Background: an optimization exercise with open tools, aiming at small area, a short achievable clock period and few clock cycles. Do not read the settings as production practice.
Where RTL was checked, it was by simulation tests only, not by an equivalence proof against the original.
The RTL of runs 1 and 2 was laid out without a check of its function.
Power is estimated from default activity; no workload was simulated.

==> design/flow/run.sh <==
#!/bin/bash
# synth_recipe.tcl (not shown) runs the flow's synth.tcl, then flattens the netlist and writes it again
# the make line also repeats each setting of config.mk as NAME=value (left out here)
make -C /OpenROAD-flow-scripts/flow DESIGN_CONFIG=/design/flow/config.mk WORK_HOME=/design/flow/orfs CLKGATE_MAP_FILE= SYNTH_SCRIPT=/design/flow/synth_recipe.tcl finish
==> design/flow/config.mk <==
export PLATFORM = sky130hd
export DESIGN_NAME = gap_fc_top
export DESIGN_NICKNAME = gap_fc_top
export VERILOG_FILES = /design/flow/design.v
export SDC_FILE = /design/flow/constraint.sdc
export NUM_CORES = 4
export LEC_CHECK = 0
export CAP_MARGIN = 20
export CORE_MARGIN = 2
export CORE_UTILIZATION = 40
export SLEW_MARGIN = 20
==> design/flow/constraint.sdc <==
create_clock -name core_clock -period 15.0 [get_ports {clk}]
set_input_delay 3.0000 -clock core_clock [delete_from_list [all_inputs] [get_ports {clk}]]
set_output_delay 3.0000 -clock core_clock [all_outputs]
set_load 0.01 [all_outputs]
==> design/flow/design.v <==
    function automatic logic [7:0] shift_clamp(input logic signed [47:0] p,
                                               input logic [4:0] s);
        logic signed [47:0] t;
        t = p >>> s;
        if (t > 48'sd127)       shift_clamp = 8'h7f;
        else if (t < -48'sd128) shift_clamp = 8'h80;
        else                    shift_clamp = t[7:0];
    endfunction
`timescale 1ns/1ps
module param_regs (
    input  logic               clk,
    input  logic               rst_n,
    input  logic               param_wr_en,
    input  logic [1:0]         param_wr_sel,
    input  logic [7:0]         param_wr_addr,
    input  logic [31:0]        param_wr_data,
    input  logic [1:0]         w_o,
    input  logic [2:0]         w_c,
    output logic signed [7:0]  w_byte,
    input  logic [1:0]         f_o,
    output logic [31:0]        f_bias,
    output logic [15:0]        f_m,
    output logic [4:0]         f_s,
    output logic               f_v,
    output logic [15:0]        g_m,
    output logic [4:0]         g_s,
    output logic               g_v
);
    logic [7:0]  w_mem [0:31];
    logic [31:0] b_mem [0:3];
    logic [15:0] m_mem [0:3];
    logic [4:0]  s_mem [0:3];
    logic [15:0] gm_q;
    logic [4:0]  gs_q;
    logic [7:0]  wv;
    logic [3:0]  bv;
    logic [3:0]  rv;
    logic        gv;
    logic w_ok, o_ok;
    assign w_ok = param_wr_addr < 8'd8;
    assign o_ok = param_wr_addr < 8'd4;
    always_ff @(posedge clk) begin
        if (param_wr_en) begin
            case (param_wr_sel)
                2'd0: if (w_ok) for (int l = 0; l < 4; l++) w_mem[{param_wr_addr[2:0], 2'(l)}] <= param_wr_data[8*l +: 8];
                2'd1: if (o_ok) begin
                    m_mem[param_wr_addr[1:0]] <= param_wr_data[15:0];
                    s_mem[param_wr_addr[1:0]] <= param_wr_data[20:16];
                end
                2'd2: if (o_ok) b_mem[param_wr_addr[1:0]] <= param_wr_data;
                default: begin
                    gm_q <= param_wr_data[15:0];
                    gs_q <= param_wr_data[20:16];
                end
            endcase
        end
    end
    always_ff @(posedge clk or negedge rst_n) begin
        if (!rst_n) begin
            wv <= '0;
            bv <= '0;
            rv <= '0;
            gv <= 1'b0;
        end else if (param_wr_en) begin
            case (param_wr_sel)
                2'd0: if (w_ok) wv[param_wr_addr[2:0]] <= 1'b1;
                2'd1: if (o_ok) rv[param_wr_addr[1:0]] <= 1'b1;
                2'd2: if (o_ok) bv[param_wr_addr[1:0]] <= 1'b1;
                default: gv <= 1'b1;
            endcase
        end
    end
    assign w_byte = wv[{w_o, w_c[2]}] ? w_mem[{w_o, w_c}] : 8'd0;
    assign f_bias = bv[f_o] ? b_mem[f_o] : 32'd0;
    assign f_m    = m_mem[f_o];
    assign f_s    = s_mem[f_o];
    assign f_v    = rv[f_o];
    assign g_m    = gm_q;
    assign g_s    = gs_q;
    assign g_v    = gv;
endmodule
`timescale 1ns/1ps
module gap_pool (
    input  logic              clk,
    input  logic              rst_n,
    input  logic              start,
    input  logic [15:0]       pix_count,
    input  logic [15:0]       fm_base,
    output logic              busy,
    output logic              fm_rd_en,
    output logic [15:0]       fm_rd_addr,
    input  logic signed [7:0] fm_rd_data,
    output logic              h_valid,
    output logic [23:0]       h_data,
    input  logic              h_take
);
    logic        rd_active;
    logic        rd_en;
    logic [15:0] addr;
    logic [15:0] pix_q;
    logic        pix1_q;
    logic [15:0] cnt;
    logic        last_q;
    logic        lastimg_q;
    logic        first_q;
    logic [2:0]  ch;
    logic [1:0]  occ;
    logic accept, issue_cont, ch_end, img_end, want_start, credit_ok, start_ok;
    logic [15:0] n_cnt;
    logic        n_last;
    logic [2:0]  n_ch;
    assign busy       = rd_active && !(rd_en && lastimg_q);
    assign accept     = start && !busy;
    assign issue_cont = rd_en && !last_q;
    assign ch_end     = rd_en && last_q;
    assign img_end    = rd_en && lastimg_q;
    assign want_start = (ch_end && !lastimg_q) || (img_end && accept) ||
                        (rd_active && !rd_en) || (!rd_active && accept);
    assign credit_ok  = (occ != 2'd2) || h_take;
    assign start_ok   = want_start && credit_ok;
    assign fm_rd_en   = rd_en;
    assign fm_rd_addr = addr;
    always_comb begin
        n_cnt  = cnt;
        n_last = last_q;
        n_ch   = ch;
        if (accept) begin
            n_cnt  = pix_count;
            n_last = pix_count == 16'd1;
            n_ch   = 3'd0;
        end else if (rd_en) begin
            if (last_q) begin
                n_cnt  = pix_q;
                n_last = pix1_q;
                n_ch   = ch + 3'd1;
            end else begin
                n_cnt  = cnt - 16'd1;
                n_last = cnt == 16'd2;
            end
        end
    end
    always_ff @(posedge clk) begin
        if (accept) begin
            pix_q  <= pix_count;
            pix1_q <= pix_count == 16'd1;
            addr   <= fm_base;
        end else if (rd_en) begin
            addr <= addr + 16'd1;
        end
        cnt       <= n_cnt;
        last_q    <= n_last;
        ch        <= n_ch;
        lastimg_q <= n_last && (n_ch == 3'd7);
    end
    always_ff @(posedge clk or negedge rst_n) begin
        if (!rst_n) begin
            rd_active <= 1'b0;
            rd_en     <= 1'b0;
            first_q   <= 1'b0;
            occ       <= 2'd0;
        end else begin
            rd_active <= rd_active ? !(img_end && !accept) : accept;
            rd_en     <= issue_cont || start_ok;
            first_q   <= start_ok;
            occ       <= occ + {1'b0, start_ok} - {1'b0, h_take};
        end
    end
    logic        p1_v, p1_f, p1_l;
    logic        p2_v, p2_f, p2_l;
    logic [7:0]  din;
    logic [23:0] sum;
    logic [23:0] add;
    logic        sfull;
    logic        fin, h_free;
    assign add    = (p2_f ? 24'd0 : sum) + {{16{din[7]}}, din};
    assign fin    = p2_v && p2_l;
    assign h_free = !h_valid || h_take;
    always_ff @(posedge clk) begin
        din <= fm_rd_data;
        p1_f <= first_q;
        p1_l <= last_q;
        p2_f <= p1_f;
        p2_l <= p1_l;
        if (p2_v) sum <= add;
        if (fin && h_free) h_data <= add;
        else if (sfull && h_free) h_data <= sum;
    end
    always_ff @(posedge clk or negedge rst_n) begin
        if (!rst_n) begin
            p1_v    <= 1'b0;
            p2_v    <= 1'b0;
            sfull   <= 1'b0;
            h_valid <= 1'b0;
        end else begin
            p1_v <= rd_en;
            p2_v <= p1_v;
            if ((fin || sfull) && h_free) begin
                h_valid <= 1'b1;
                sfull   <= 1'b0;
            end else begin
                if (h_take) h_valid <= 1'b0;
                if (fin) sfull <= 1'b1;
            end
        end
    end
endmodule
`timescale 1ns/1ps
module fc_layer (
    input  logic               clk,
    input  logic               rst_n,
    input  logic               h_valid,
    input  logic [23:0]        h_data,
    output logic               h_take,
    output logic [1:0]         w_o,
    output logic [2:0]         w_c,
    input  logic signed [7:0]  w_byte,
    output logic [1:0]         f_o,
    input  logic [31:0]        f_bias,
    input  logic [15:0]        f_m,
    input  logic [4:0]         f_s,
    input  logic               f_v,
    input  logic [15:0]        g_m,
    input  logic [4:0]         g_s,
    input  logic               g_v,
    output logic               res_valid,
    output logic [1:0]         res_idx,
    output logic signed [7:0]  res_data,
    output logic               done
);
    function automatic logic [7:0] shift_clamp(input logic signed [47:0] p,
                                               input logic [4:0] s);
        logic signed [47:0] t;
        t = p >>> s;
        if (t > 48'sd127)       shift_clamp = 8'h7f;
        else if (t < -48'sd128) shift_clamp = 8'h80;
        else                    shift_clamp = t[7:0];
    endfunction
    logic [3:0]  gcnt;         
    logic [1:0]  fcnt;         
    logic        e_busy;
    logic [1:0]  e_step;
    logic        can_load, ld_gap, ld_fc, load;
    logic        fc_ok;
    logic        m_busy;
    logic [1:0]  m_o;
    logic [2:0]  m_c;
    logic        m_done;       
    assign can_load = !e_busy || (e_step == 2'd3);
    assign ld_gap   = can_load && !gcnt[3] && h_valid;
    assign fc_ok    = m_done || (m_busy && (m_c == 3'd7) && (m_o != 2'd0));
    assign ld_fc    = can_load && gcnt[3] && fc_ok;
    assign load     = ld_gap || ld_fc;
    assign h_take   = ld_gap;
    assign f_o      = fcnt;
    always_ff @(posedge clk or negedge rst_n) begin
        if (!rst_n) begin
            gcnt   <= '0;
            fcnt   <= '0;
            e_busy <= 1'b0;
            e_step <= '0;
        end else begin
            if (load) begin
                e_busy <= 1'b1;
                e_step <= 2'd0;
            end else if (e_busy) begin
                e_step <= e_step + 2'd1;
                if (e_step == 2'd3) e_busy <= 1'b0;
            end
            if (ld_gap) gcnt <= gcnt + 4'd1;
            if (ld_fc) begin
                fcnt <= fcnt + 2'd1;
                if (fcnt == 2'd3) gcnt <= '0;
            end
        end
    end
    logic [31:0] x;
    logic [16:0] mr;
    logic [31:0] r;
    logic [15:0] l;
    logic [4:0]  e_s;
    logic        e_gap, e_v;
    logic [1:0]  e_o;
    logic signed [18:0] s_sel;
    logic signed [32:0] mag0, mag1;
    logic        neg0, neg1;
    logic signed [35:0] t;
    logic signed [35:0] rin;
    function automatic logic signed [32:0] bmag(input logic [31:0] xx, input logic [2:0] m);
        case (m)
            3'b001, 3'b010, 3'b101, 3'b110: bmag = {xx[31], xx};
            3'b011, 3'b100:                 bmag = {xx, 1'b0};
            default:                        bmag = '0;
        endcase
    endfunction
    assign mag0 = bmag(x, mr[2:0]);
    assign mag1 = bmag(x, mr[4:2]);
    assign neg0 = mr[2] && !(mr[1] && mr[0]);
    assign neg1 = mr[4] && !(mr[3] && mr[2]);
    assign rin  = (e_step == 2'd0) ? 36'sd0 : {{4{r[31]}}, r};
    assign t    = rin
                + (neg0 ? ~{{3{mag0[32]}}, mag0} : {{3{mag0[32]}}, mag0})
                + ((neg1 ? ~{{3{mag1[32]}}, mag1} : {{3{mag1[32]}}, mag1}) <<< 2)
                + {35'd0, neg0} + {33'd0, neg1, 2'b00};
    always_ff @(posedge clk) begin
        if (load) begin
            if (ld_gap) begin
                x   <= {{8{h_data[23]}}, h_data};
                mr  <= {g_m, 1'b0};
                e_s <= g_s;
                e_v <= g_v;
            end else begin
                x   <= f_bias + {{13{s_sel[18]}}, s_sel};
                mr  <= {f_m, 1'b0};
                e_s <= f_s;
                e_v <= f_v;
            end
            e_gap <= ld_gap;
            e_o   <= fcnt;
        end else begin
            mr <= {4'd0, mr[16:4]};
        end
        r <= t[35:4];
        l <= {t[3:0], l[15:4]};
    end
    logic        w_v;
    logic        w_gap, w_ok;
    logic [1:0]  w_oo;
    logic [4:0]  w_s;
    logic [7:0]  y;
    assign y = w_ok ? shift_clamp({r, l}, w_s) : 8'd0;
    always_ff @(posedge clk) begin
        if (e_busy && e_step == 2'd3) begin
            w_gap <= e_gap;
            w_ok  <= e_v;
            w_oo  <= e_o;
            w_s   <= e_s;
        end
    end
    always_ff @(posedge clk or negedge rst_n) begin
        if (!rst_n) w_v <= 1'b0;
        else        w_v <= e_busy && (e_step == 2'd3);
    end
    logic signed [7:0]  pooled;
    logic signed [15:0] prod;
    logic signed [18:0] acc [0:3];
    logic signed [18:0] acc_cur;
    assign w_o     = m_o;
    assign w_c     = m_c;
    assign prod    = pooled * w_byte;
    assign acc_cur = (m_c == 3'd0) ? 19'sd0 : acc[m_o];
    assign s_sel   = acc[fcnt];
    always_ff @(posedge clk) begin
        if (w_v && w_gap) pooled <= y;
        if (m_busy) acc[m_o] <= acc_cur + {{3{prod[15]}}, prod};
    end
    always_ff @(posedge clk or negedge rst_n) begin
        if (!rst_n) begin
            m_busy <= 1'b0;
            m_o    <= '0;
            m_c    <= '0;
            m_done <= 1'b0;
        end else begin
            if (m_busy) begin
                m_o <= m_o + 2'd1;
                if (m_o == 2'd3) begin
                    m_busy <= 1'b0;
                    m_c    <= m_c + 3'd1;
                    if (m_c == 3'd7) m_done <= 1'b1;
                end
            end
            if (w_v && w_gap) begin
                m_busy <= 1'b1;
                m_o    <= 2'd0;
            end
            if (ld_fc && fcnt == 2'd3) m_done <= 1'b0;
        end
    end
    always_ff @(posedge clk) begin
        if (w_v && !w_gap) begin
            res_idx  <= w_oo;
            res_data <= y;
        end
    end
    always_ff @(posedge clk or negedge rst_n) begin
        if (!rst_n) begin
            res_valid <= 1'b0;
            done      <= 1'b0;
        end else begin
            res_valid <= w_v && !w_gap;
            done      <= w_v && !w_gap && (w_oo == 2'd3);
        end
    end
endmodule
`timescale 1ns/1ps
module gap_fc_top (
    input  logic              clk,
    input  logic              rst_n,
    input  logic              start,
    input  logic [15:0]       pix_count,
    input  logic [15:0]       fm_base,
    output logic              busy,
    output logic              done,
    output logic              fm_rd_en,
    output logic [15:0]       fm_rd_addr,
    input  logic signed [7:0] fm_rd_data,
    input  logic              param_wr_en,
    input  logic [1:0]        param_wr_sel,
    input  logic [7:0]        param_wr_addr,
    input  logic [31:0]       param_wr_data,
    output logic              res_valid,
    output logic [1:0]        res_idx,
    output logic signed [7:0] res_data
);
    logic               h_valid;
    logic [23:0]        h_data;
    logic               h_take;
    logic [1:0]         w_o;
    logic [2:0]         w_c;
    logic signed [7:0]  w_byte;
    logic [1:0]         f_o;
    logic [31:0]        f_bias;
    logic [15:0]        f_m;
    logic [4:0]         f_s;
    logic               f_v;
    logic [15:0]        g_m;
    logic [4:0]         g_s;
    logic               g_v;
    param_regs u_params (
        .clk(clk), .rst_n(rst_n),
        .param_wr_en(param_wr_en), .param_wr_sel(param_wr_sel),
        .param_wr_addr(param_wr_addr), .param_wr_data(param_wr_data),
        .w_o(w_o), .w_c(w_c), .w_byte(w_byte),
        .f_o(f_o), .f_bias(f_bias), .f_m(f_m), .f_s(f_s), .f_v(f_v),
        .g_m(g_m), .g_s(g_s), .g_v(g_v)
    );
    gap_pool u_pool (
        .clk(clk), .rst_n(rst_n),
        .start(start), .pix_count(pix_count), .fm_base(fm_base), .busy(busy),
        .fm_rd_en(fm_rd_en), .fm_rd_addr(fm_rd_addr), .fm_rd_data(fm_rd_data),
        .h_valid(h_valid), .h_data(h_data), .h_take(h_take)
    );
    fc_layer u_fc (
        .clk(clk), .rst_n(rst_n),
        .h_valid(h_valid), .h_data(h_data), .h_take(h_take),
        .w_o(w_o), .w_c(w_c), .w_byte(w_byte),
        .f_o(f_o), .f_bias(f_bias), .f_m(f_m), .f_s(f_s), .f_v(f_v),
        .g_m(g_m), .g_s(g_s), .g_v(g_v),
        .res_valid(res_valid), .res_idx(res_idx), .res_data(res_data), .done(done)
    );
endmodule
==> flow_summary.json, run 1 <==
{
  "ff2ff_setup_slack_ps": 5550,
  "endpoint_kind": "flip-flop",
  "numCtsBuffers": 91,
  "utilization_pct": 45.8,
  "relSlewSlack_pct": 29.8,
  "core_area_sq_mm": 0.113,
  "cts.root.buffer_cell": "clkbuf_16",
  "fill_cells": 9956,
  "power.density_mw_per_mm2": 129,
  "yosys-top-cells-area": "edfxtp_1 48%, mux4_2 11%, ha_1 5.2%, fa_1 4.1%, dfxtp_1 3.6%",
  "antenna_found_initial": 8,
  "syn_area_sq_mm": 0.0456,
  "fin_crit_ps": 9450,
  "globalRouteTotalUtil_pct": 19.0,
  "r2r_start": "u_fc.m_c[0]$_DFFE_PN0P_",
  "p_leak_nw": 18.8,
  "crit_required_ps": 15450,
  "synthCells": 3372,
  "area_delta_synth_final_pct": 13.3,
  "routedWlPerCell_microns": 21.7,
  "crit_type": "reg -> reg",
  "worst_pin_slew_ps": 1050,
  "chipHeight_microns": 342,
  "dieArea_sq_mm": 0.117,
  "vias_per_cell": 5.48,
  "synth_cell_types": 74,
  "holdCritPathClass": "reg -> reg",
  "crit_slowest_cell": "dfrtp_4",
  "synth-edff-count": 730,
  "hold_buffers": 0,
  "seq_area_frac_synth_pct": 54.1,
  "initial_core_util_pct": 40.4,
  "tritoncts": "built",
  "path_max_fanout": 36,
  "grt_pass1_wl_microns": 171000,
  "max_freq_mhz": 106,
  "first_pass_iters": 5,
  "dp_cells": 4884,
  "postRouteAntennaNets": 0,
  "p_total_mw": 6.64,
  "drtIter0Drc": 2191,
  "finalHoldViolations": 0,
  "r2r-end": "u_fc.acc[1][18]$_DFFE_PP_",
  "grt_max_degree": 72,
  "nNetsFinal": 3847,
  "ioPinCount": 116,
  "cts_sinks": 857,
  "dpl.hpwl_microns": 74600,
  "synth-seq-cells": 857,
  "holdPathStages": 0,
  "skew_ps": 42.5,
  "clockBufferDepth": 3,
  "netlist.area_leader.share_pct": 48.0,
  "worstSetupStartpointType": "flip-flop",
  "wl_microns": 110000,
  "finalSetupViolations": 0,
  "register_area_sq_mm": 0.0247,
  "grt_pass1_vias": 28000,
  "cts_resized": 0,
  "drv_slew": 0,
  "final_cell_area_sq_mm": 0.0517,
  "yosysTopAreaCell": "edfxtp_1",
  "rsz0062_at_grt": "false",
  "worstPathArrival_ps": 9900,
  "drive_gt1_share_pct": 14.4,
  "clk_pin_slew_worst_paths_ps": 60,
  "hold_end": "u_pool.p2_f$_DFF_P_",
  "syn_nets": 3740,
  "ys.flop_type": "edfxtp_1",
  "finalSetupTns_ps": 0,
  "cts_setup_buffers": 0,
  "async_flop_share_pct": 5.25,
  "maxCapViolCount": 0,
  "ir_worst_vdd_v": 0.000106,
  "r2r_cells": 28,
  "clk_latency_ps": 680,
  "dpl_cell_area_sq_mm": 0.0485,
  "yosys_warnings": 3,
  "fin_cells": 5058,
  "vias": 27700,
  "numPortBuffers": 115,
  "overflow": 0,
  "drc": 0,
  "cts_max_level": 3,
  "rows": 123,
  "fp.dieW_microns": 342,
  "multiInputGateArea_sq_mm": 0.0199,
  "synth_area_per_cell_sq_um": 13.5,
  "routabilityCongestion": 0.893,
  "slowest_delay_ps": 900,
  "hold_start": "u_pool.p1_f$_DFF_P_",
  "period_share_pct": 63.0,
  "status": "complete, no violations"
}
==> stage by stage <==
step | setup slack (ps) | hold WS, ps
after floorplan | 6970 | 310
after global placement | 5680 | 312
after detailed placement | 5620 | 323
after CTS | 5550 | 344
after global routing | 5000 | 357
final | 5550 | 342
==> cells in the final DEF (no fill, tap or decap), types with 92 or more instances in the layout <==
| master | synthesis | routed |
|---|---|---|
| nor2b_1 | 107 | 107 |
| ha_1 | 188 | 188 |
| clkdlybuf4s50_1 | 0 | 114 |
| o21ai_0 | 218 | 217 |
| nor2_1 | 167 | 160 |
| edfxtp_1 | 730 | 730 |
| xnor2_1 | 99 | 99 |
| mux4_2 | 218 | 218 |
| inv_1 | 147 | 146 |
| xor2_1 | 111 | 109 |
| clkbuf_16 | 0 | 92 |
| fa_1 | 94 | 94 |
| nand2_1 | 244 | 243 |
| a21oi_1 | 154 | 154 |
==> worst max-delay path, delay by kind of cell (launching register included) <==
| family | cells | cell delay (ps) |
|---|---|---|
| flip-flops | 1 | 900 |
| XOR/XNOR | 2 | 520 |
| buffers and inverters | 3 | 720 |
| multiplexers | 2 | 1070 |
| AO/OA/AOI/OAI | 10 | 2550 |
| adder cells (fa/ha/maj) | 6 | 2630 |
| AND/OR/NAND/NOR | 5 | 760 |
==> cell families after synthesis <==
| kind of cell | share of synthesized area (%) |
|---|---|
| flip-flops | 54.1 |
| AND/OR/NAND/NOR | 8.56 |
| AO/OA/AOI/OAI | 8.19 |
| multiplexers | 13.2 |
| buffers and inverters | 2.58 |
| adder cells (fa/ha/maj) | 9.28 |
| XOR/XNOR | 4.03 |
==> cells in the mapped netlist, types with 5 or more instances <==
master     number
edfxtp_1      730
nand2_1       244
mux4_2        218
o21ai_0       218
ha_1          188
nor2_1        167
a21oi_1       154
inv_1         147
xor2_1        111
nor2b_1       107
xnor2_1        99
clkbuf_1       98
fa_1           94
dfxtp_1        82
and2_1         78
a22oi_1        61
mux2i_1        56
dfrtp_1        45
mux2_2         39
a21o_1         38
buf_1          33
nand3_1        33
nor3_1         31
nand2b_1       23
o21a_1         22
or2_2          21
a31oi_1        18
or3_1          18
nand4_1        15
and3_1         14
o21bai_1       14
nor4_1         12
a211oi_1       11
buf_2          11
o211ai_1       10
o31ai_1         8
a211o_1         7
nor4b_1         7
a31o_2          6
a2111oi_0       5
a21boi_0        5
a22o_1          5
mux4_1          5
nor3b_1         5
o22ai_1         5
==> per-layer routing <==
metal  GRT usage [%]  part of all wire, %  vias to the layer above
li1                -                    -                    12900
met1            26.6                   45                    14000
met2            30.9                   47                      716
met3            2.72                  5.0                      144
met4            5.67                  2.8                        0
met5               0                    0                        -
==> power breakdown <==
| group | switching (mW) | internal [mW] | leakage (nW) | total, mW |
|---|---|---|---|---|
| clock network | 0.978 | 1.35 | 1.50 | 2.33 |
| logic | 0.712 | 0.650 | 9.40 | 1.36 |
| registers | 0.140 | 2.81 | 7.91 | 2.95 |
| total | 1.83 | 4.81 | 18.8 | 6.64 |
==> cell type report <==
cell class	count	share of cell area [%]
sequential	857	47.8
multi-input combinational	2216	38.5
clock buffer	108	4.59
tap	1500	3.63
timing repair buffer	163	2.98
clock inverter	63	1.44
inverter	150	1.09
antenna	1	0.00484
==> sequential cells by signal, summed over array words and instances (netlist names), 8 cells and up <==
register and cells:
u_params.m_mem 64, u_fc.pooled 8, u_params.w_mem 256, u_params.b_mem 128, u_fc.l 16, u_pool.pix_q 16
u_pool.din 8, u_pool.cnt 16, u_fc.res_data 8, u_pool.h_data 24, u_fc.r 32, u_params.s_mem 20
u_fc.acc 76, u_params.wv 8, u_pool.addr 16, u_fc.x 32, u_pool.sum 24, u_params.gm_q 16
u_fc.mr 17
==> worst max path at each step <==
stage                       startpoint                        end  slack, ps  cells after the start
2_1_floorplan  u_fc.m_c[0]$_DFFE_PN0P_  u_fc.acc[0][18]$_DFFE_PP_       6970                     30
3_3_place_gp   u_fc.m_c[0]$_DFFE_PN0P_  u_fc.acc[0][18]$_DFFE_PP_       5680                     29
3_5_place_dp   u_fc.m_c[0]$_DFFE_PN0P_  u_fc.acc[0][18]$_DFFE_PP_       5620                     28
4_1_cts        u_fc.m_c[0]$_DFFE_PN0P_  u_fc.acc[0][18]$_DFFE_PP_       5550                     28
5_1_grt        u_fc.m_c[0]$_DFFE_PN0P_  u_fc.acc[2][18]$_DFFE_PP_       5000                     29
6_report       u_fc.m_c[0]$_DFFE_PN0P_  u_fc.acc[1][18]$_DFFE_PP_       5550                     28
==> run 2, diff against run 1 <==
--- a/design/flow/design.v
+++ b/design/flow/design.v
@@ -1,8 +1,21 @@
-    function automatic logic [7:0] shift_clamp(input logic signed [47:0] p,
-                                               input logic [4:0] s);
-        logic signed [47:0] t;
-        t = p >>> s;
-        if (t > 48'sd127)       shift_clamp = 8'h7f;
-        else if (t < -48'sd128) shift_clamp = 8'h80;
-        else                    shift_clamp = t[7:0];
+    function automatic logic [7:0] shift_clamp(input logic [47:0] p, input logic [4:0] s);
+        logic [38:0] a0;
+        logic [22:0] a1;
+        logic [14:0] a2;
+        logic [10:0] a3;
+        logic [8:0]  a4;
+        logic [7:0]  a5;
+        logic [39:0] d;
+        logic [39:0] mask;
+        logic        sat;
+        a0 = p[38:0];
+        a1 = s[4] ? a0[38:16] : a0[22:0];
+        a2 = s[3] ? a1[22:8]  : a1[14:0];
+        a3 = s[2] ? a2[14:4]  : a2[10:0];
+        a4 = s[1] ? a3[10:2]  : a3[8:0];
+        a5 = s[0] ? a4[8:1]   : a4[7:0];
+        d    = p[46:7] ^ {40{p[47]}};
+        mask = {40{1'b1}} << s;
+        sat  = |(d & mask);
+        shift_clamp = sat ? {p[47], {7{!p[47]}}} : a5;
     endfunction
@@ -98,2 +111,3 @@
     logic        rd_en;
+    logic        busy_q;
     logic [15:0] addr;
@@ -111,3 +125,4 @@
     logic [2:0]  n_ch;
-    assign busy       = rd_active && !(rd_en && lastimg_q);
+    logic n_active, n_rd_en, n_lastimg;
+    assign busy       = busy_q;
     assign accept     = start && !busy;
@@ -152,4 +167,7 @@
         ch        <= n_ch;
-        lastimg_q <= n_last && (n_ch == 3'd7);
+        lastimg_q <= n_lastimg;
     end
+    assign n_lastimg = n_last && (n_ch == 3'd7);
+    assign n_active  = rd_active ? !(img_end && !accept) : accept;
+    assign n_rd_en   = issue_cont || start_ok;
     always_ff @(posedge clk or negedge rst_n) begin
@@ -158,2 +176,3 @@
             rd_en     <= 1'b0;
+            busy_q    <= 1'b0;
             first_q   <= 1'b0;
@@ -161,4 +180,5 @@
         end else begin
-            rd_active <= rd_active ? !(img_end && !accept) : accept;
-            rd_en     <= issue_cont || start_ok;
+            rd_active <= n_active;
+            rd_en     <= n_rd_en;
+            busy_q    <= n_active && !(n_rd_en && n_lastimg);
             first_q   <= start_ok;
@@ -229,9 +249,22 @@
 );
-    function automatic logic [7:0] shift_clamp(input logic signed [47:0] p,
-                                               input logic [4:0] s);
-        logic signed [47:0] t;
-        t = p >>> s;
-        if (t > 48'sd127)       shift_clamp = 8'h7f;
-        else if (t < -48'sd128) shift_clamp = 8'h80;
-        else                    shift_clamp = t[7:0];
+    function automatic logic [7:0] shift_clamp(input logic [47:0] p, input logic [4:0] s);
+        logic [38:0] a0;
+        logic [22:0] a1;
+        logic [14:0] a2;
+        logic [10:0] a3;
+        logic [8:0]  a4;
+        logic [7:0]  a5;
+        logic [39:0] d;
+        logic [39:0] mask;
+        logic        sat;
+        a0 = p[38:0];
+        a1 = s[4] ? a0[38:16] : a0[22:0];
+        a2 = s[3] ? a1[22:8]  : a1[14:0];
+        a3 = s[2] ? a2[14:4]  : a2[10:0];
+        a4 = s[1] ? a3[10:2]  : a3[8:0];
+        a5 = s[0] ? a4[8:1]   : a4[7:0];
+        d    = p[46:7] ^ {40{p[47]}};
+        mask = {40{1'b1}} << s;
+        sat  = |(d & mask);
+        shift_clamp = sat ? {p[47], {7{!p[47]}}} : a5;
     endfunction
@@ -346,5 +379,6 @@
     logic signed [18:0] acc_cur;
-    assign w_o     = m_o;
-    assign w_c     = m_c;
-    assign prod    = pooled * w_byte;
+    logic signed [7:0]  w_q;
+    assign w_o     = m_busy ? m_o + 2'd1 : 2'd0;
+    assign w_c     = (m_busy && m_o == 2'd3) ? m_c + 3'd1 : m_c;
+    assign prod    = pooled * w_q;
     assign acc_cur = (m_c == 3'd0) ? 19'sd0 : acc[m_o];
@@ -353,2 +387,3 @@
         if (w_v && w_gap) pooled <= y;
+        w_q <= w_byte;
         if (m_busy) acc[m_o] <= acc_cur + {{3{prod[15]}}, prod};
==> flow_summary.json, run 2 <==
{
  "fin_cells": 4966,
  "overflow": 0,
  "cts_sinks": 866,
  "hold_buffers": 0,
  "crit_type": "reg -> reg",
  "crit_required_ps": 15420,
  "finalHoldViolations": 0,
  "max_freq_mhz": 158,
  "yosys_warnings": 3,
  "power.density_mw_per_mm2": 203,
  "vias_per_cell": 5.35,
  "worstSetupStartpointType": "flip-flop",
  "grt_pass1_wl_microns": 160000,
  "drive_gt1_share_pct": 13.7,
  "rows": 122,
  "seq_power_share_pct": 32.5,
  "netlist.area_leader.share_pct": 49.1,
  "yosysMostFrequentCell": "edfxtp_1",
  "grt_pass1_vias": 27100,
  "core_area_sq_mm": 0.111,
  "synth_area_per_cell_sq_um": 13.7,
  "pre_cts_slack_ps": 8700,
  "ys.flop_type": "edfxtp_1",
  "initial_core_util_pct": 40.4,
  "fill_cells": 9749,
  "fin_crit_ps": 6320,
  "worst_hold_slack_ps": 324,
  "dieArea_sq_mm": 0.114,
  "setup_ws_ps": 8680,
  "numPortBuffers": 115,
  "intPower_mw": 6.56,
  "yosysTopAreaCell": "edfxtp_1",
  "worstPathArrival_ps": 6750,
  "worst_pin_slew_ps": 1100,
  "first_pass_iters": 6,
  "synth-edff-count": 730,
  "largest_reg_flops": 256,
  "ir_worst_vdd_v": 0.000122,
  "syn_area_sq_mm": 0.0447,
  "antenna_found_initial": 4,
  "maxCapViolCount": 0,
  "clockBufferDepth": 3,
  "syn_nets": 3642,
  "num_antenna_cells": 0,
  "finalSetupViolations": 0,
  "routabilityCongestion": 0.845,
  "ioPinCount": 116,
  "postRouteAntennaNets": 0,
  "dp_cells": 4789,
  "tritoncts": "built",
  "routedWlPerCell_microns": 20.7,
  "sw_frac_of_total_pct": 36.5,
  "numCtsBuffers": 94,
  "p_total_mw": 10.3,
  "p_leak_nw": 18.7,
  "area_delta_synth_final_pct": 14.0,
  "chipHeight_microns": 338,
  "final_cell_mix": "730 x edfxtp_1, 227 x nand2_1, 191 x ha_1, 183 x mux4_2, 175 x o21ai_0",
  "cts_setup_buffers": 0,
  "synth_common_cells": "730 x edfxtp_1, 229 x nand2_1, 191 x ha_1, 183 x mux4_2, 177 x o21ai_0",
  "status": "complete, no violations",
  "rsz0062_at_grt": "false",
  "period_share_pct": 42.1,
  "clkPwrFrac_pct": 23.6,
  "synth_cell_types": 92,
  "combPwrFrac_pct": 43.9,
  "drc": 0,
  "seq_area_frac_synth_pct": 55.7,
  "synthCells": 3272,
  "holdCritPathClass": "reg -> reg",
  "relSlewSlack_pct": 26.8,
  "nNetsFinal": 3770,
  "grt_max_degree": 78,
  "dpl.hpwl_microns": 69400,
  "synth-seq-cells": 866,
  "drv_slew": 0,
  "drtIter0Drc": 1972,
  "wl_microns": 103000,
  "clk_latency_ps": 690,
  "path_max_fanout": 8,
  "cts.root.buffer_cell": "clkbuf_16",
  "async_flop_share_pct": 5.31,
  "globalRouteTotalUtil_pct": 17.9,
  "fp.dieW_microns": 338,
  "yosys-top-cells-area": "edfxtp_1 49%, mux4_2 9.2%, ha_1 5.4%, fa_1 4.2%, dfxtp_1 4.0%",
  "p_switching_mw": 3.77,
  "skew_ps": 37.5,
  "clk_pin_slew_worst_paths_ps": 50,
  "finalSetupTns_ps": 0,
  "final_common_cell": "edfxtp_1",
  "cts_resized": 0,
  "vias": 26600,
  "endpoint_kind": "flip-flop",
  "cts_max_level": 3
}
## run 2: changes by cell type after synthesis, sizes merged, moves of 10 or more
| cell | previous run | this run |
|---|---|---|
| a21o | 38 | 48 |
| nor3 | 31 | 48 |
| mux2i | 56 | 19 |
| mux4 | 223 | 183 |
| a211oi | 11 | 23 |
| a21oi | 154 | 135 |
| xnor2 | 99 | 87 |
| nor2 | 167 | 156 |
| a31oi | 18 | 31 |
| nand2 | 244 | 230 |
| clkbuf | 99 | 74 |
| o21ai | 221 | 191 |
## run 2: power by group through the flow
stage / Sequential, mW / Clock (mW) / Combinational [mW]
2_1_floorplan: 3.30 / 0 / 3.49
3_3_place_gp: 3.41 / 0 / 4.51
3_5_place_dp: 3.41 / 0 / 4.52
4_1_cts: 3.36 / 2.49 / 4.56
5_1_grt: 3.40 / 2.58 / 5.13
6_report: 3.36 / 2.44 / 4.54
## run 2: worst max-delay path, stage by stage (launching register included)
cell and delay, ps:
edfxtp_1 500, and2_1 230, fa_1 530, inv_1 50, fa_1 540, inv_1 50
fa_1 500, inv_1 60, fa_1 480, inv_1 40, ha_1 290, a21oi_1 230
o21bai_1 100, a21oi_1 230, o21bai_1 90, a21oi_1 210, o21ai_0 110, a21oi_1 170
xnor2_1 140, ha_1 280, or3_1 310, o21ai_0 80, a21oi_1 110, or4_1 460
a41o_1 270
## run 2: cell families (layout without fill, tap and decap cells)
logic type	after synthesis	after routing	share of synthesized area, %
xor gates and xnor gates	198	198	3.90
DFF	866	866	55.7
AOI/OAI and AO/OA	634	634	9.38
buffers and inverters	284	490	2.47
and+or+nand+nor	774	774	8.63
muxes	232	232	10.4
adders and majority gates	284	284	9.52
## run 2: metal layers
metal	share of wire, %	up-vias	GRT usage, %
li1	-	12600	-
met1	46	13400	24.7
met2	48	521	30.0
met3	4.2	111	2.36
met4	1.6	2	4.20
met5	0.011	-	0
## run 2: metrics by stage
stage | instance area [sq um] | util [%]
2_1_floorplan | 44700 | -
3_3_place_gp | 47600 | 43.0
3_5_place_dp | 47600 | 43.0
4_1_cts | 50900 | 46.0
5_1_grt | 50900 | 46.0
6_report | 50900 | 46.0
## run 2: layout make-up
class / count / area [sq um] / share of cell area (%)
flip-flops and latches: 866 / 24900 / 48.9
multi-input cells: 2122 / 18800 / 36.9
clock buffers: 118 / 2550 / 5.00
well taps: 1488 / 1860 / 3.66
repair buffers: 159 / 1510 / 2.96
clock inverters: 56 / 736 / 1.44
inverters: 157 / 589 / 1.16
## run 2: path summary, 6_finish.rpt
| path | startpoint | endpoint | slack [ps] | cells past startpoint |
|---|---|---|---|---|
| min in group asynchronous | rst_n | u_params.wv[3]$_DFFE_PN0P_ | 2510 | 2 |
| max in group asynchronous | rst_n | u_fc.fcnt[0]$_DFFE_PN0P_ | 11890 | 2 |
| worst max-delay path | u_fc.pooled[5]$_DFFE_PP_ | u_fc.acc[3][18]$_DFFE_PP_ | 8680 | 24 |
| worst max register to register | u_fc.pooled[5]$_DFFE_PP_ | u_fc.acc[3][18]$_DFFE_PP_ | 8680 | 24 |
| worst min register to register | u_pool.p1_f$_DFF_P_ | u_pool.p2_f$_DFF_P_ | 320 | 0 |
| worst min-delay path | u_pool.p1_f$_DFF_P_ | u_pool.p2_f$_DFF_P_ | 320 | 0 |
==> run 3, diff against run 2 <==
--- a/design/flow/design.v
+++ b/design/flow/design.v
@@ -35,2 +35,3 @@
     output logic [15:0]        f_m,
+    input  logic [1:0]         r_o,
     output logic [4:0]         f_s,
@@ -88,4 +89,4 @@
     assign f_m    = m_mem[f_o];
-    assign f_s    = s_mem[f_o];
-    assign f_v    = rv[f_o];
+    assign f_s    = s_mem[r_o];
+    assign f_v    = rv[r_o];
     assign g_m    = gm_q;
@@ -239,2 +240,3 @@
     input  logic [15:0]        f_m,
+    output logic [1:0]         r_o,
     input  logic [4:0]         f_s,
@@ -276,9 +278,8 @@
     logic        fc_ok;
-    logic        m_busy;
-    logic [1:0]  m_o;
-    logic [2:0]  m_c;
     logic        m_done;       
+    logic        a_v, a_first, a_last;
+    logic [1:0]  a_o;
     assign can_load = !e_busy || (e_step == 2'd3);
     assign ld_gap   = can_load && !gcnt[3] && h_valid;
-    assign fc_ok    = m_done || (m_busy && (m_c == 3'd7) && (m_o != 2'd0));
+    assign fc_ok    = m_done || (a_v && a_last && (a_o != 2'd0));
     assign ld_fc    = can_load && gcnt[3] && fc_ok;
@@ -308,43 +309,36 @@
     end
+    function automatic logic [2:0] bdec(input logic [2:0] m);
+        case (m)
+            3'b001, 3'b010: bdec = 3'b001;
+            3'b011:         bdec = 3'b010;
+            3'b100:         bdec = 3'b110;
+            3'b101, 3'b110: bdec = 3'b101;
+            default:        bdec = 3'b000;
+        endcase
+    endfunction
     logic [31:0] x;
     logic [16:0] mr;
+    logic [5:0]  ctl;          
     logic [31:0] r;
     logic [15:0] l;
-    logic [4:0]  e_s;
-    logic        e_gap, e_v;
+    logic        e_gap;
     logic [1:0]  e_o;
+    logic [15:0] m_new;
     logic signed [18:0] s_sel;
-    logic signed [32:0] mag0, mag1;
-    logic        neg0, neg1;
-    logic signed [35:0] t;
-    logic signed [35:0] rin;
-    function automatic logic signed [32:0] bmag(input logic [31:0] xx, input logic [2:0] m);
-        case (m)
-            3'b001, 3'b010, 3'b101, 3'b110: bmag = {xx[31], xx};
-            3'b011, 3'b100:                 bmag = {xx, 1'b0};
-            default:                        bmag = '0;
-        endcase
-    endfunction
-    assign mag0 = bmag(x, mr[2:0]);
-    assign mag1 = bmag(x, mr[4:2]);
-    assign neg0 = mr[2] && !(mr[1] && mr[0]);
-    assign neg1 = mr[4] && !(mr[3] && mr[2]);
-    assign rin  = (e_step == 2'd0) ? 36'sd0 : {{4{r[31]}}, r};
-    assign t    = rin
-                + (neg0 ? ~{{3{mag0[32]}}, mag0} : {{3{mag0[32]}}, mag0})
-                + ((neg1 ? ~{{3{mag1[32]}}, mag1} : {{3{mag1[32]}}, mag1}) <<< 2)
-                + {35'd0, neg0} + {33'd0, neg1, 2'b00};
+    logic [32:0] mag0, mag1;
+    logic [35:0] pp0, pp1;
+    logic [35:0] t;
+    logic [35:0] rin;
+    assign m_new = ld_gap ? g_m : f_m;
+    assign mag0  = ctl[0] ? {x[31], x} : ctl[1] ? {x, 1'b0} : 33'd0;
+    assign mag1  = ctl[3] ? {x[31], x} : ctl[4] ? {x, 1'b0} : 33'd0;
+    assign pp0   = {{3{mag0[32]}}, mag0} ^ {36{ctl[2]}};
+    assign pp1   = {{1{mag1[32]}}, mag1, 2'b00} ^ {{34{ctl[5]}}, 2'b00};
+    assign rin   = (e_step == 2'd0) ? 36'd0 : {{4{r[31]}}, r};
+    assign t     = rin + pp0 + pp1 + {33'd0, ctl[5], 1'b0, ctl[2]};
     always_ff @(posedge clk) begin
         if (load) begin
-            if (ld_gap) begin
-                x   <= {{8{h_data[23]}}, h_data};
-                mr  <= {g_m, 1'b0};
-                e_s <= g_s;
-                e_v <= g_v;
-            end else begin
-                x   <= f_bias + {{13{s_sel[18]}}, s_sel};
-                mr  <= {f_m, 1'b0};
-                e_s <= f_s;
-                e_v <= f_v;
-            end
+            x     <= ld_gap ? {{8{h_data[23]}}, h_data} : f_bias + {{13{s_sel[18]}}, s_sel};
+            mr    <= {m_new, 1'b0};
+            ctl   <= {bdec(m_new[3:1]), bdec({m_new[1:0], 1'b0})};
             e_gap <= ld_gap;
@@ -352,3 +346,4 @@
         end else begin
-            mr <= {4'd0, mr[16:4]};
+            mr  <= {4'd0, mr[16:4]};
+            ctl <= {bdec(mr[8:6]), bdec(mr[6:4])};
         end
@@ -358,7 +353,11 @@
     logic        w_v;
-    logic        w_gap, w_ok;
+    logic        w_gap;
     logic [1:0]  w_oo;
     logic [4:0]  w_s;
+    logic        w_ok;
     logic [7:0]  y;
-    assign y = w_ok ? shift_clamp({r, l}, w_s) : 8'd0;
+    assign r_o  = w_oo;
+    assign w_s  = w_gap ? g_s : f_s;
+    assign w_ok = w_gap ? g_v : f_v;
+    assign y    = w_ok ? shift_clamp({r, l}, w_s) : 8'd0;
     always_ff @(posedge clk) begin
@@ -366,5 +365,3 @@
             w_gap <= e_gap;
-            w_ok  <= e_v;
             w_oo  <= e_o;
-            w_s   <= e_s;
         end
@@ -376,15 +373,28 @@
     logic signed [7:0]  pooled;
-    logic signed [15:0] prod;
-    logic signed [18:0] acc [0:3];
-    logic signed [18:0] acc_cur;
     logic signed [7:0]  w_q;
-    assign w_o     = m_busy ? m_o + 2'd1 : 2'd0;
-    assign w_c     = (m_busy && m_o == 2'd3) ? m_c + 3'd1 : m_c;
-    assign prod    = pooled * w_q;
-    assign acc_cur = (m_c == 3'd0) ? 19'sd0 : acc[m_o];
-    assign s_sel   = acc[fcnt];
+    logic signed [15:0] prod_q;
+    logic signed [18:0] acc [0:3];
+    logic [2:0]  m_c;
+    logic        f_busy;
+    logic [1:0]  f_oo;
+    logic        f_go;
+    logic [1:0]  f_cur;
+    logic        p_v, p_first, p_last;
+    logic [1:0]  p_o;
+    assign f_go  = (w_v && w_gap) || f_busy;
+    assign f_cur = f_busy ? f_oo : 2'd0;
+    assign w_o   = f_cur;
+    assign w_c   = m_c;
+    assign s_sel = acc[fcnt];
     always_ff @(posedge clk) begin
         if (w_v && w_gap) pooled <= y;
-        w_q <= w_byte;
-        if (m_busy) acc[m_o] <= acc_cur + {{3{prod[15]}}, prod};
+        w_q     <= w_byte;
+        p_o     <= f_cur;
+        p_first <= m_c == 3'd0;
+        p_last  <= m_c == 3'd7;
+        prod_q  <= pooled * w_q;
+        a_o     <= p_o;
+        a_first <= p_first;
+        a_last  <= p_last;
+        if (a_v) acc[a_o] <= (a_first ? 19'sd0 : acc[a_o]) + {{3{prod_q[15]}}, prod_q};
     end
@@ -392,19 +402,15 @@
         if (!rst_n) begin
-            m_busy <= 1'b0;
-            m_o    <= '0;
+            f_busy <= 1'b0;
+            f_oo   <= '0;
             m_c    <= '0;
+            p_v    <= 1'b0;
+            a_v    <= 1'b0;
             m_done <= 1'b0;
         end else begin
-            if (m_busy) begin
-                m_o <= m_o + 2'd1;
-                if (m_o == 2'd3) begin
-                    m_busy <= 1'b0;
-                    m_c    <= m_c + 3'd1;
-                    if (m_c == 3'd7) m_done <= 1'b1;
-                end
-            end
-            if (w_v && w_gap) begin
-                m_busy <= 1'b1;
-                m_o    <= 2'd0;
-            end
+            f_busy <= f_go && (f_cur != 2'd3);
+            f_oo   <= f_cur + 2'd1;
+            if (f_go && f_cur == 2'd3) m_c <= m_c + 3'd1;
+            p_v <= f_go;
+            a_v <= p_v;
+            if (a_v && a_last && a_o == 2'd3) m_done <= 1'b1;
             if (ld_fc && fcnt == 2'd3) m_done <= 1'b0;
@@ -457,2 +463,3 @@
     logic [15:0]        f_m;
+    logic [1:0]         r_o;
     logic [4:0]         f_s;
@@ -467,3 +474,3 @@
         .w_o(w_o), .w_c(w_c), .w_byte(w_byte),
-        .f_o(f_o), .f_bias(f_bias), .f_m(f_m), .f_s(f_s), .f_v(f_v),
+        .f_o(f_o), .f_bias(f_bias), .f_m(f_m), .r_o(r_o), .f_s(f_s), .f_v(f_v),
         .g_m(g_m), .g_s(g_s), .g_v(g_v)
@@ -480,3 +487,3 @@
         .w_o(w_o), .w_c(w_c), .w_byte(w_byte),
-        .f_o(f_o), .f_bias(f_bias), .f_m(f_m), .f_s(f_s), .f_v(f_v),
+        .f_o(f_o), .f_bias(f_bias), .f_m(f_m), .r_o(r_o), .f_s(f_s), .f_v(f_v),
         .g_m(g_m), .g_s(g_s), .g_v(g_v),
--- a/design/flow/config.mk
+++ b/design/flow/config.mk
@@ -7,5 +7,5 @@
 export LEC_CHECK = 0
-export CAP_MARGIN = 20
+export CAP_MARGIN = 50
 export CORE_MARGIN = 2
 export CORE_UTILIZATION = 40
-export SLEW_MARGIN = 20
+export SLEW_MARGIN = 70
==> flow_summary.json, run 3 <==
{
  "grt_pass1_wl_microns": 156000,
  "hold_end": "u_fc.a_last$_DFF_P_",
  "drive_gt1_share_pct": 15.5,
  "routedWlPerCell_microns": 20.4,
  "first_pass_iters": 5,
  "wl_microns": 102000,
  "worstSetupStartpointType": "input port",
  "worstPathArrival_ps": 5450,
  "use_met1_pct": 25.5,
  "vias_per_cell": 5.23,
  "power.density_mw_per_mm2": 222,
  "endpoint_kind": "flip-flop",
  "largest_reg_flops": 256,
  "numCtsBuffers": 94,
  "synthCells": 3250,
  "area_delta_synth_final_pct": 15.6,
  "r2r_cells": 20,
  "cp_top_family": "simple AND/OR/NAND/NOR gates",
  "synth-edff-count": 718,
  "dp_cells": 4816,
  "crit_required_ps": 15360,
  "final_common_cell": "edfxtp_1",
  "relSlewSlack_pct": 70.5,
  "finalHoldViolations": 0,
  "cts_sinks": 884,
  "finalSetupViolations": 0,
  "fill_cells": 9736,
  "max_freq_mhz": 196,
  "status": "complete, no violations",
  "r2r-end": "u_fc.r[30]$_DFF_P_",
  "netlist.area_leader.share_pct": 48.6,
  "fin_cells": 4997,
  "drc": 0,
  "cts_max_level": 3,
  "syn_area_sq_mm": 0.0444,
  "postRouteAntennaNets": 0,
  "numPortBuffers": 115,
  "final_cell_area_sq_mm": 0.0513,
  "worst_pin_slew_ps": 438,
  "crit_slowest_cell": "clkdlybuf4s50_1",
  "ff2ff_setup_slack_ps": 10140,
  "yosys_warnings": 3,
  "yosys-top-cells-area": "edfxtp_1 49%, mux4_2 8.7%, ha_1 5.5%, dfxtp_1 5.3%, fa_1 4.2%",
  "seq_area_frac_synth_pct": 56.6,
  "dpl_cell_area_sq_mm": 0.0481,
  "slowest_delay_ps": 410,
  "yosysTopAreaCell": "edfxtp_1",
  "period_share_pct": 34.0,
  "cp_num_buf_inv": 4,
  "routabilityCongestion": 0.815,
  "grt_pass1_vias": 26200,
  "dieArea_sq_mm": 0.114,
  "synth_area_per_cell_sq_um": 13.7,
  "globalRouteTotalUtil_pct": 18.1,
  "yosysMostFrequentCell": "edfxtp_1",
  "skew_ps": 41.7,
  "holdPathStages": 0,
  "clk_pin_slew_worst_paths_ps": 60,
  "overflow": 0,
  "initial_core_util_pct": 40.2,
  "fin_crit_ps": 5100,
  "register_area_sq_mm": 0.0252,
  "tritoncts": "built",
  "finalSetupTns_ps": 0,
  "maxCapViolCount": 0,
  "holdCritPathClass": "reg -> reg",
  "rows": 122,
  "hold_buffers": 0,
  "cpMostUsedCell": "buf_4",
  "crit_type": "in -> reg",
  "hold_start": "u_fc.p_last$_DFF_P_",
  "syn_nets": 3625,
  "dpl.hpwl_microns": 71300,
  "clockBufferDepth": 3,
  "crit_chain": "clkdlybuf4s50_1 -> nor4_1 -> nand3b_1 -> or3_1 -> inv_1 -> nand2_1 -> nor2_4 -> buf_4 -> buf_4",
  "cts.root.buffer_cell": "clkbuf_16",
  "synth-seq-cells": 884,
  "nNetsFinal": 3803,
  "ioPinCount": 116,
  "use_met3_pct": 2.50,
  "chipHeight_microns": 337,
  "drtIter0Drc": 1957,
  "fp.dieW_microns": 337,
  "grt.busiest_layer": "met2",
  "cts_resized": 0,
  "ir_worst_vdd_v": 0.000165,
  "rsz0062_at_grt": "false",
  "drv_slew": 0,
  "core_area_sq_mm": 0.110,
  "synth_cell_types": 83,
  "path_max_fanout": 12,
  "grt_max_degree": 78,
  "antenna_found_initial": 5,
  "async_flop_share_pct": 5.43,
  "p_leak_nw": 18.8,
  "synth_common_cells": "718 x edfxtp_1, 273 x nand2_1, 196 x ha_1, 172 x inv_1, 172 x mux4_2",
  "use_met2_pct": 28.8,
  "final_cell_mix": "718 x edfxtp_1, 271 x nand2_1, 196 x ha_1, 171 x mux4_2, 169 x inv_1",
  "cts_setup_buffers": 0,
  "clk_latency_ps": 680,
  "multiInputGateArea_sq_mm": 0.0184,
  "ys.flop_type": "edfxtp_1",
  "vias": 26100,
  "r2r_start": "u_fc.e_step[0]$_DFFE_PN0P_"
}
-- run 3: cell count changes after synthesis, sizes merged, moves of 16 or more --
cell    previous run  this run
xor2             111        64
a21oi            135       164
and2              80        61
o21ai            191       131
nand2            230       273
dfxtp             90       118
nor2             156       128
nand2b            21        37
o21a              31        13
xnor2             87       158
nor3              48        28
mux2i             19        42
nor2b            103       120
-- run 3: kinds of logic after synthesis --
family | Yosys count | synth area share (%)
AOI/OAI and AO/OA | 555 | 7.91
xor gates and xnor gates | 222 | 4.38
adders and majority gates | 290 | 9.74
buffers and inverters | 297 | 2.63
DFF | 884 | 56.6
muxes | 233 | 10.2
and+or+nand+nor | 769 | 8.51
-- run 3: where the power goes --
group | switching (mW) | leakage [nW] | internal (mW)
clock network | 0.981 | 1.46 | 1.29
logic | 3.04 | 9.22 | 2.44
registers | 0.336 | 8.16 | 3.29
total | 4.36 | 18.8 | 7.02
-- run 3: stage by stage --
step	power, mW	hold WS, ps	util (%)	setup slack, ps
after floorplan	7.69	310	-	8360
after global placement	8.98	313	42.8	9040
after detailed placement	9.10	312	43.6	9200
after CTS	11.4	327	46.3	9910
after global routing	12.3	331	46.5	9720
final	11.4	326	46.5	9900
-- run 3: worst max path at each step --
stage                               start                              end  slack (ps)  cells after the start
2_1_floorplan            param_wr_addr[6]   u_params.w_mem[0][0]$_DFFE_PP_        8360                      6
3_3_place_gp             param_wr_addr[6]   u_params.s_mem[2][1]$_DFFE_PP_        9040                      5
3_5_place_dp             param_wr_addr[6]  u_params.w_mem[26][0]$_DFFE_PP_        9200                      9
4_1_cts                  param_wr_addr[6]  u_params.w_mem[26][0]$_DFFE_PP_        9910                      9
5_1_grt        u_fc.e_step[0]$_DFFE_PN0P_               u_fc.r[30]$_DFF_P_        9720                     20
6_report                 param_wr_addr[6]  u_params.w_mem[24][0]$_DFFE_PP_        9900                      9
-- run 3: area by class of cell --
class                           instances  area share, %
Clock buffer                          126           4.96
Timing Repair Buffer                  206           4.25
Tap cell                             1488           3.63
Multi-Input combinational cell       2069           35.9
Clock inverter                         50          0.992
Sequential cell                       884           49.0
Inverter                              173           1.27
Antenna cell                            1        0.00488
-- run 3: worst register-to-register path, delay by kind of cell, from the launching register on --
kind                       cells  cell delay [ps]
adders and majority gates      5             1520
and+or+nand+nor                3              630
buffers and inverters          4              420
xor gates and xnor gates       1              150
DFF                            1              390
AOI/OAI and AO/OA              7             1670
-- run 3: metal layers --
layer  up-vias  wire (microns)
met2       572           47300
met5         -              22
li1      12400               -
met1     13000           46800
met4         4            2930
met3       140            4690
Testbench counts of run 3, summed over its fixed seeds: cycles 25,333.
==> run 4, diff against run 3 <==
--- a/design/flow/config.mk
+++ b/design/flow/config.mk
@@ -7,5 +7,5 @@
 export LEC_CHECK = 0
-export CAP_MARGIN = 50
+export CAP_MARGIN = 20
 export CORE_MARGIN = 2
 export CORE_UTILIZATION = 40
-export SLEW_MARGIN = 70
+export SLEW_MARGIN = 20
==> flow_summary.json, run 4 <==
{
  "cp_top_family": "compound AO/OA/AOI/OAI gates",
  "path_max_fanout": 35,
  "final_cell_area_sq_mm": 0.0505,
  "routedWlPerCell_microns": 20.3,
  "vias_per_cell": 5.21,
  "max_freq_mhz": 169,
  "netlist.area_leader.share_pct": 48.6,
  "yosys_warnings": 3,
  "use_met3_pct": 2.08,
  "finalSetupViolations": 0,
  "first_pass_iters": 7,
  "ff2ff_setup_slack_ps": 9080,
  "synth_common_cells": "718 x edfxtp_1, 273 x nand2_1, 196 x ha_1, 172 x inv_1, 172 x mux4_2",
  "use_met1_pct": 25.6,
  "numCtsBuffers": 95,
  "nNetsFinal": 3751,
  "overflow": 0,
  "seq_power_share_pct": 32.4,
  "crit_chain": "nor2b_2 -> a22oi_1 -> xor2_1 -> fa_1 -> inv_1 -> fa_1 -> ha_1 -> inv_1 -> fa_1 -> nand2b_1 -> a21oi_1 -> nor4_1 -> o221ai_1 -> a221o_1 -> a31o_2 -> a21boi_1 -> o21ai_0 -> o41ai_1 -> xnor2_1",
  "initial_core_util_pct": 40.2,
  "drive_gt1_share_pct": 12.5,
  "crit_slowest_cell": "nor2b_2",
  "finalHoldViolations": 0,
  "cts_max_level": 3,
  "synth_cell_types": 83,
  "ioPinCount": 116,
  "core_area_sq_mm": 0.110,
  "antenna_found_initial": 4,
  "drc": 0,
  "vias": 25800,
  "holdCritPathClass": "reg -> reg",
  "slowest_delay_ps": 970,
  "postRouteAntennaNets": 0,
  "utilization_pct": 45.8,
  "fp.dieW_microns": 337,
  "ir_worst_vdd_v": 0.000144,
  "syn_nets": 3625,
  "dpl_cell_area_sq_mm": 0.0473,
  "area_delta_synth_final_pct": 13.8,
  "cts_resized": 0,
  "dpl.hpwl_microns": 68800,
  "tritoncts": "built",
  "setup_ws_ps": 9080,
  "async_flop_share_pct": 5.43,
  "numPortBuffers": 115,
  "hold_buffers": 0,
  "worst_hold_slack_ps": 327,
  "synthCells": 3250,
  "skew_ps": 27.2,
  "endpoint_kind": "flip-flop",
  "clockBufferDepth": 3,
  "maxCapViolCount": 0,
  "p_switching_mw": 4.30,
  "status": "complete, no violations",
  "synth_area_per_cell_sq_um": 13.7,
  "grt_max_degree": 78,
  "grt_pass1_wl_microns": 156000,
  "worstSetupStartpointType": "flip-flop",
  "rows": 122,
  "yosysTopAreaCell": "edfxtp_1",
  "synth-edff-count": 718,
  "synth-seq-cells": 884,
  "crit_type": "reg -> reg",
  "drv_slew": 0,
  "grt.busiest_layer": "met2",
  "ys.flop_type": "edfxtp_1",
  "chipHeight_microns": 337,
  "rsz0062_at_grt": "false",
  "drtIter0Drc": 1947,
  "cp-startpoint": "u_fc.ctl[0]$_DFF_P_",
  "cpMostUsedCell": "fa_1",
  "yosysMostFrequentCell": "edfxtp_1",
  "p_leak_nw": 18.5,
  "final_common_cell": "edfxtp_1",
  "cts_sinks": 884,
  "crit_required_ps": 15600,
  "cp_num_buf_inv": 2,
  "clkPwrFrac_pct": 21.1,
  "power.density_mw_per_mm2": 224,
  "cts_setup_buffers": 0,
  "finalSetupTns_ps": 0,
  "sw_frac_of_total_pct": 37.9,
  "clk_pin_slew_worst_paths_ps": 60,
  "wl_microns": 100000,
  "r2r_start": "u_fc.ctl[0]$_DFF_P_",
  "dp_cells": 4766,
  "final_cell_mix": "718 x edfxtp_1, 272 x nand2_1, 196 x ha_1, 172 x mux4_2, 170 x inv_1",
  "use_met2_pct": 28.9,
  "fin_crit_ps": 5920,
  "intPower_mw": 7.04,
  "p_total_mw": 11.3,
  "cts.root.buffer_cell": "clkbuf_16",
  "dieArea_sq_mm": 0.114,
  "combPwrFrac_pct": 46.5,
  "fin_cells": 4944,
  "relSlewSlack_pct": 23.9,
  "worst_pin_slew_ps": 1140,
  "yosys-top-cells-area": "edfxtp_1 49%, mux4_2 8.7%, ha_1 5.5%, dfxtp_1 5.3%, fa_1 4.2%",
  "syn_area_sq_mm": 0.0444,
  "pre_cts_slack_ps": 8990,
  "largest_reg_flops": 256,
  "period_share_pct": 39.5,
  "seq_area_frac_synth_pct": 56.6,
  "globalRouteTotalUtil_pct": 17.9,
  "routabilityCongestion": 0.815,
  "hold_start": "u_fc.p_o[1]$_DFF_P_",
  "clk_latency_ps": 680,
  "worstPathArrival_ps": 6530,
  "grt_pass1_vias": 26100
}
-- run 4: worst reg2reg max path, stage by stage (launching register included) --
cell	delay (ps)
dfxtp_1	650
nor2b_2	970
a22oi_1	190
xor2_1	220
fa_1	570
inv_1	50
fa_1	440
ha_1	220
inv_1	70
fa_1	190
nand2b_1	130
a21oi_1	100
nor4_1	320
o221ai_1	240
a221o_1	390
a31o_2	290
a21boi_1	170
o21ai_0	160
o41ai_1	320
xnor2_1	150
-- run 4: layer usage --
| metal | vias up | share of wire (%) |
|---|---|---|
| met5 | - | 0 |
| met4 | 0 | 2.3 |
| met3 | 126 | 3.7 |
| met2 | 497 | 47 |
| met1 | 12800 | 47 |
| li1 | 12300 | - |
-- run 4: power by group through the flow --
stage | clock network (mW) | registers, mW | logic, mW
6_report | 2.39 | 3.68 | 5.27
2_1_floorplan | 0 | 3.54 | 4.16
5_1_grt | 2.55 | 3.74 | 5.98
3_3_place_gp | 0 | 3.72 | 5.26
3_5_place_dp | 0 | 3.73 | 5.27
4_1_cts | 2.45 | 3.68 | 5.32
-- run 4: logic make-up after synthesis --
family,Yosys count,share of synthesized area (%)
fa+ha+maj,290,9.74
flops,884,56.6
buf+inv,297,2.63
compound gates,555,7.91
mux,233,10.2
xor+xnor,222,4.38
simple gates,769,8.51
-- run 4: cell type report --
type                       count  area [sq um]
inverter                     173           649
timing repair buffer         153          1430
clock inverter                47           559
multi-input combinational   2069         18200
sequential                   884         25100
fill                        9814         59800
tap                         1488          1860
antenna                        2          5.00
clock buffer                 128          2680
-- run 4: final timing paths --
| check | to | depth (start not counted) |
|---|---|---|
| max | u_fc.r[30]$_DFF_P_ | 19 |
| min | u_fc.a_o[1]$_DFF_P_ | 0 |
| max in group asynchronous | u_fc.fcnt[0]$_DFFE_PN0P_ | 2 |
| max reg2reg | u_fc.r[30]$_DFF_P_ | 19 |
| min reg2reg | u_fc.a_o[1]$_DFF_P_ | 0 |
| min in group asynchronous | u_fc.done$_DFF_PN0_ | 2 |

[separate check: timing with driven ports]
The flow's constraints put no driver on any port. The routed layouts listed below were extracted and timed again, unchanged, in two steps. Step 1, drivers: a clkbuf_16 drives clk and a buf_2 each remaining input, both assumed. Step 2 times the ports against the registers' clock, not the clock port: input delays grow and output delays shrink by t, the midpoint of the rising clock arrivals with the driver on. a / b / c = ideal ports / drivers / drivers and shift; a / b = the first two.
| run | shift t [ns] | setup WS [ns] | latest minus earliest clock arrival (ns) | worst register clock-pin slew, ns | cell pins on the clock port's net |
|---|---|---|---|---|---|
| run 1 | 0.726 | 5.552 / 5.552 / 5.552 | 0.049 / 0.049 | 0.07 / 0.07 | 1 |
| run 2 | 0.738 | 8.678 / 8.678 / 8.678 | 0.044 / 0.044 | 0.06 / 0.06 | 1 |
| run 3 | 0.732 | 9.903 / 9.948 / 9.216 | 0.043 / 0.043 | 0.06 / 0.06 | 1 |
| run 4 | 0.737 | 9.078 / 9.078 / 9.067 | 0.028 / 0.028 | 0.07 / 0.07 | 1 |
After both steps setup and hold are still met in every run listed. For run 3, which loses most, drivers alone change the setup slack by +0.045 ns; drivers and shift together by -0.687 ns.
